Source: an optimization exercise on an open RTL-to-GDS flow (aim: small area, a short achievable clock period and few clock cycles per item). Production flows keep margins and buffers that such runs may drop.
The RTL was checked by simulation tests, not by an equivalence proof against the original design.
No activity file was given, so power comes from the tool's default toggle rates.

## config.mk

```make
export PLATFORM = sky130hd
export DESIGN_NAME = bubble_sort_engine_core
export DESIGN_NICKNAME = bubble_sort_engine_core
export VERILOG_FILES = /design/flow/design.v
export SDC_FILE = /design/flow/constraint.sdc
export NUM_CORES = 4
export LEC_CHECK = 0
export CAP_MARGIN = 20
export CORE_MARGIN = 2
export CORE_UTILIZATION = 40
export SLEW_MARGIN = 20
```

## constraint.sdc

```tcl
create_clock -name core_clock -period 5.0 [get_ports {clk}]
set_input_delay 1.0000 -clock core_clock [delete_from_list [all_inputs] [get_ports {clk}]]
set_output_delay 1.0000 -clock core_clock [all_outputs]
set_load 0.01 [all_outputs]
```

## design.v

```verilog
package bse_pkg;
    localparam int DEPTH   = 32;
    localparam int DATA_W  = 32;
    localparam int IDX_W   = $clog2(DEPTH);
    localparam int CNT_W   = $clog2(DEPTH + 1);
    typedef enum logic [1:0] {
        ST_COLLECT,
        ST_SORT,
        ST_EMIT
    } state_t;
    typedef struct packed {
        logic             load_en;
        logic [IDX_W-1:0] load_idx;
        logic             sort_en;
        logic             odd_phase;
        logic [CNT_W-1:0] active_n;
        logic             shift_en;
    } dp_cmd_t;
endpackage
module bse_ctrl (
    input  logic              clk,
    input  logic              rst_n,
    input  logic              in_valid,
    input  logic              in_last,
    output logic              in_ready,
    output logic              out_valid,
    input  logic              out_ready,
    output logic              final_res,
    output logic              truncated,
    output bse_pkg::dp_cmd_t  cmd
);
    bse_pkg::state_t               state_reg, state_next;
    logic [bse_pkg::CNT_W-1:0]     fill_reg, fill_next;
    logic [bse_pkg::CNT_W-1:0]     phase_reg, phase_next;
    logic                          ovf_reg, ovf_next;
    logic                          in_beat;
    logic                          out_beat;
    logic                          has_room;
    always_ff @(posedge clk or negedge rst_n)
    begin
        if (!rst_n)
        begin
            state_reg <= bse_pkg::ST_COLLECT;
            fill_reg  <= '0;
            phase_reg <= '0;
            ovf_reg   <= 1'b0;
        end
        else
        begin
            state_reg <= state_next;
            fill_reg  <= fill_next;
            phase_reg <= phase_next;
            ovf_reg   <= ovf_next;
        end
    end
    assign in_ready  = (state_reg == bse_pkg::ST_COLLECT);
    assign out_valid = (state_reg == bse_pkg::ST_EMIT);
    assign in_beat   = in_valid && in_ready;
    assign out_beat  = out_valid && out_ready;
    assign has_room  = fill_reg < bse_pkg::CNT_W'(bse_pkg::DEPTH);
    always_comb
    begin
        state_next    = state_reg;
        fill_next     = fill_reg;
        phase_next    = phase_reg;
        ovf_next      = ovf_reg;
        final_res     = 1'b0;
        truncated     = ovf_reg;
        cmd.load_en   = 1'b0;
        cmd.load_idx  = fill_reg[bse_pkg::IDX_W-1:0];
        cmd.sort_en   = 1'b0;
        cmd.odd_phase = phase_reg[0];
        cmd.active_n  = fill_reg;
        cmd.shift_en  = 1'b0;
        case (state_reg)
            bse_pkg::ST_COLLECT:
            begin
                if (in_beat)
                begin
                    if (has_room)
                    begin
                        cmd.load_en = 1'b1;
                        fill_next   = fill_reg + 1'b1;
                    end
                    else
                    begin
                        ovf_next = 1'b1;
                    end
                    if (in_last)
                    begin
                        phase_next = '0;
                        state_next = bse_pkg::ST_SORT;
                    end
                end
            end
            bse_pkg::ST_SORT:
            begin
                cmd.sort_en = 1'b1;
                phase_next  = phase_reg + 1'b1;
                if (phase_reg == fill_reg - 1'b1)
                begin
                    state_next = bse_pkg::ST_EMIT;
                end
            end
            bse_pkg::ST_EMIT:
            begin
                final_res = (fill_reg == bse_pkg::CNT_W'(1));
                if (out_beat)
                begin
                    cmd.shift_en = 1'b1;
                    fill_next    = fill_reg - 1'b1;
                    if (final_res)
                    begin
                        ovf_next   = 1'b0;
                        state_next = bse_pkg::ST_COLLECT;
                    end
                end
            end
            default:
            begin
                state_next = bse_pkg::ST_COLLECT;
            end
        endcase
    end
endmodule
module bse_datapath (
    input  logic                                clk,
    input  bse_pkg::dp_cmd_t                    cmd,
    input  logic signed [bse_pkg::DATA_W-1:0]   value,
    output logic signed [bse_pkg::DATA_W-1:0]   head
);
    logic signed [bse_pkg::DATA_W-1:0] store_reg  [bse_pkg::DEPTH];
    logic signed [bse_pkg::DATA_W-1:0] store_next [bse_pkg::DEPTH];
    always_comb
    begin
        for (int k = 0; k < bse_pkg::DEPTH; k++)
        begin
            store_next[k] = store_reg[k];
        end
        if (cmd.load_en)
        begin
            store_next[cmd.load_idx] = value;
        end
        if (cmd.sort_en)
        begin
            for (int i = 0; i < bse_pkg::DEPTH - 1; i++)
            begin
                if ((1'(i) == cmd.odd_phase)
                    && ((bse_pkg::CNT_W'(i) + 1'b1) < cmd.active_n)
                    && (store_reg[i] > store_reg[i+1]))
                begin
                    store_next[i]   = store_reg[i+1];
                    store_next[i+1] = store_reg[i];
                end
            end
        end
        if (cmd.shift_en)
        begin
            for (int i = 0; i < bse_pkg::DEPTH - 1; i++)
            begin
                store_next[i] = store_reg[i+1];
            end
        end
    end
    always_ff @(posedge clk)
    begin
        for (int k = 0; k < bse_pkg::DEPTH; k++)
        begin
            store_reg[k] <= store_next[k];
        end
    end
    assign head = store_reg[0];
endmodule
module bubble_sort_engine_core (
    input  logic               clk,
    input  logic               rst_n,
    input  logic               in_valid,
    output logic               in_ready,
    input  logic signed [31:0] in_value,
    input  logic               in_last,
    output logic               out_valid,
    input  logic               out_ready,
    output logic signed [31:0] out_value,
    output logic               out_final,
    output logic               out_truncated
);
    bse_pkg::dp_cmd_t cmd;
    bse_ctrl u_ctrl (
        .clk       (clk),
        .rst_n     (rst_n),
        .in_valid  (in_valid),
        .in_last   (in_last),
        .in_ready  (in_ready),
        .out_valid (out_valid),
        .out_ready (out_ready),
        .final_res (out_final),
        .truncated (out_truncated),
        .cmd       (cmd)
    );
    bse_datapath u_dp (
        .clk   (clk),
        .cmd   (cmd),
        .value (in_value),
        .head  (out_value)
    );
endmodule
```

## run.sh

```bash
#!/bin/bash
# synth_recipe.tcl (not shown) runs the flow's synth.tcl, then flattens the netlist and writes it again
# the make line also repeats each setting of config.mk as NAME=value (left out here)
make -C /OpenROAD-flow-scripts/flow DESIGN_CONFIG=/design/flow/config.mk WORK_HOME=/design/flow/orfs CLKGATE_MAP_FILE= SYNTH_SCRIPT=/design/flow/synth_recipe.tcl finish
```

==> flow_summary.ini <==
[clock_tree]
h-tree-depth = 4
clockBufferDepth = 3
cts_buffers = 133
hold_buffers = 0
cts_root_buf = clkbuf_16
clkTransAtPathRegs_ns = 0.06
cts_tree = done
clkLatencyLatePin_ns = 0.83
cts_setup_buffers = 0
cts.sinks = 1039
ctsResizeCount = 0

[detailed_routing]
drt_pass1_iterations = 6
drc = 0
vias = 74800
wire_per_inst_um = 22.7
viasPerCell = 6.10
wirelength_um = 279000
drt-initial-drc-count = 5608
antenna_left = 0

[floorplan]
row_count = 164
start_util_pct = 40.1
ios = 73
fp.dieH_um = 451
core_um2 = 199000
die_area_um2 = 203000
fp.dieW_um = 451

[yosys]
post_synth.cell_area_avg_um2 = 8.21
synth_warnings = 4
yosysSeqAreaShare_pct = 26.1
netlist_top_cells_count = 1044 x inv_1, 1024 x dfxtp_1, 1019 x mux2i_1, 1012 x a21oi_1, 1000 x ha_1
synth.area.top_cells = dfxtp_1 26%, ha_1 16%, mux2i_1 13%
synth_top_area_share_pct = 25.6
synth_nets = 10800
synthCells = 9735
yosysTopAreaCell = dfxtp_1
yosys.cell_types.count = 108
syn-cell-area_um2 = 79900
synthArstFlopShare_pct = 1.44
ys.flop_type = dfxtp_1
synth_edf_count = 0
ys_ff_latch = 1039
synth.most_common_cell = inv_1

[setup_path]
crit_arrival_ns = 5.35
cp-end-kind = flop
crit_fanout = 32
startpoint_type = flop
path_class = reg -> reg
critical_path_required_ns = 5.70

[power]
power.switching_mw = 35.3
power_density_nw_per_um2 = 815
pwr-share-seq_pct = 25.4
clockPowerShare_pct = 13.8
switching_share_pct = 49.5
power_leakage_nw = 42.3
peakVddDrop_uv = 472
p_int_mw = 36.1
power_frac_comb_pct = 60.8

[timing]
hold_viol = 0
slew_headroom_pct = 23.4
fin_skew_ns = 0.0293
worstMarginPinSlew_ns = 1.15
rsz0062_at_grt = false
slew_violations = 0
fin_hold_ws_ns = 0.465
fmax_mhz = 215
setup_slack_ns = 0.352
min_period_over_period_pct = 93.0
setup_tns_ns = 0
min_period_ns = 4.65
setup_viol_count_final = 0

[final_layout]
largest_reg_flops = 1024
drive_gt1_share_pct = 9.68
area_growth_syn_to_layout_pct = 9.71
final_core_util_pct = 44.0
final_nets = 10500

[hold_path]
hp-class = reg -> reg

[global_route]
grt.overflow.total = 0
grt_pass1_wl_um = 429000
grt_pass1_vias = 72800
antenna_found_initial = 6
grt_usage_pct = 26.3
grt_max_degree = 130

[outcome]
outcome = no timing/DRC/antenna violations

[placed_design]
dp_hpwl_um = 210000
gp_congestion = 0.912
io_buffer_count = 72
pre_cts_slack_ns = 0.459

[flow_run]
maxCapViolations = 0
## metrics by stage
step                      instances  cell area [µm²]  power [mW]
after floorplan                9735            79900        48.3
final                         12300            87700        71.5
after detailed placement      12000            83300        60.8
after global placement        12000            83300        58.9
after CTS                     12300            87700        70.8
after global routing          12300            87700        77.2
## power groups by stage
| stage | registers [mW] | logic (mW) | clock network, mW |
|---|---|---|---|
| after floorplan | 15.5 | 32.8 | 0 |
| after global placement | 18.1 | 40.7 | 0 |
| after detailed placement | 18.2 | 42.6 | 0 |
| after CTS | 18.0 | 42.9 | 9.97 |
| after global routing | 18.5 | 48.4 | 10.3 |
| final | 18.2 | 43.4 | 9.84 |
## worst paths after layout
path | cells past startpoint | start | slack [ns] | to
worst max-delay path | 11 | u_ctrl.fill_reg[0] | 0.35 | u_dp.store_reg[12][25]
worst min-delay path | 2 | u_dp.store_reg[31][8] | 0.47 | u_dp.store_reg[30][8]
worst max register to register | 11 | u_ctrl.fill_reg[0] | 0.35 | u_dp.store_reg[12][25]
worst min register to register | 2 | u_dp.store_reg[31][8] | 0.47 | u_dp.store_reg[30][8]
max in group asynchronous | 1 | rst_n | 3.68 | u_ctrl.fill_reg[2]
min in group asynchronous | 1 | rst_n | 0.69 | u_ctrl.ovf_reg
## layer usage
metal / track usage, % / share of wire [%] / up-vias
met5: 0 / 0.0050 / -
met4: 10.8 / 4.0 / 2
met1: 33.2 / 43 / 36500
li1: - / - / 35300
met2: 44.8 / 48 / 2318
met3: 3.40 / 5.3 / 612
## cells in the final DEF, fill, tap and decap left out, types with 116 or more instances in the layout
cell type / instances
mux2_2: 163
nand2_1: 763
nand4_1: 209
nor2_1: 401
mux2i_1: 1015
buf_4: 207
o221a_2: 149
a21o_1: 117
a21oi_1: 1001
dfxtp_1: 1024
ha_1: 1000
a221oi_1: 116
o21ai_0: 334
o22ai_1: 538
clkbuf_16: 138
inv_1: 1044
## critical path, cell delays in order (launching register included)
cell,delay (ns)
dfrtp_1,0.47
inv_1,0.18
ha_1,0.80
clkinv_1,0.54
o32ai_2,0.55
nor2_4,0.06
o311ai_2,0.15
or4_2,0.95
mux2i_1,0.22
mux2i_1,0.23
nor2_1,0.07
a221oi_1,0.26
## layout make-up
cell class / instances / area [µm²]
Sequential cell: 1039 / 20900
Antenna cell: 4 / 10.0
Multi-Input combinational cell: 6996 / 52900
Timing Repair Buffer: 290 / 2330
Fill cell: 19300 / 112000
Clock buffer: 193 / 3890
Tap cell: 2656 / 3320
Clock inverter: 47 / 463
Inverter: 1046 / 3930
## kinds of logic (layout without fill, tap and decap cells)
group | count (synthesis) | in the layout | synth area share, %
buffers and inverters | 1700 | 1576 | 8.36
and+or+nand+nor | 1803 | 1803 | 10.4
muxes | 1215 | 1215 | 15.5
DFF | 1039 | 1039 | 26.1
other | 0 | 4 | 0
AOI/OAI and AO/OA | 2957 | 2957 | 23.7
adders and majority gates | 1000 | 1000 | 15.7
xor gates and xnor gates | 21 | 21 | 0.230
Testbench counts, summed over its fixed seeds: cycles 20,472, items 6,824.

-- afterwards: timing with drivers on the ports --
The flow's constraints put no driver on any port. The routed layout listed below was extracted and timed again, unchanged, in two steps.
Step 1: set_driving_cell puts a clkbuf_16 on clk and a buf_2 on each other input, an assumption about the parent block.
Step 2 also shifts input and output timing later by t, the mid clock arrival at the registers, as if the neighbouring blocks saw the same clock.
Three values: ideal, step 1, step 2; two values: the first two.
t, ns: 0.896
setup WS [ns]: 0.352 / 0.282 / 0.352
worst setup path after step 2: register to register
latest minus earliest clock arrival (ns): 0.031 / 0.030
worst register clock-pin slew, ns: 0.06 / 0.06
After both steps this run still meets setup and hold. For this run, drivers alone change the setup slack by -0.070 ns; drivers and shift together by 0.000 ns.
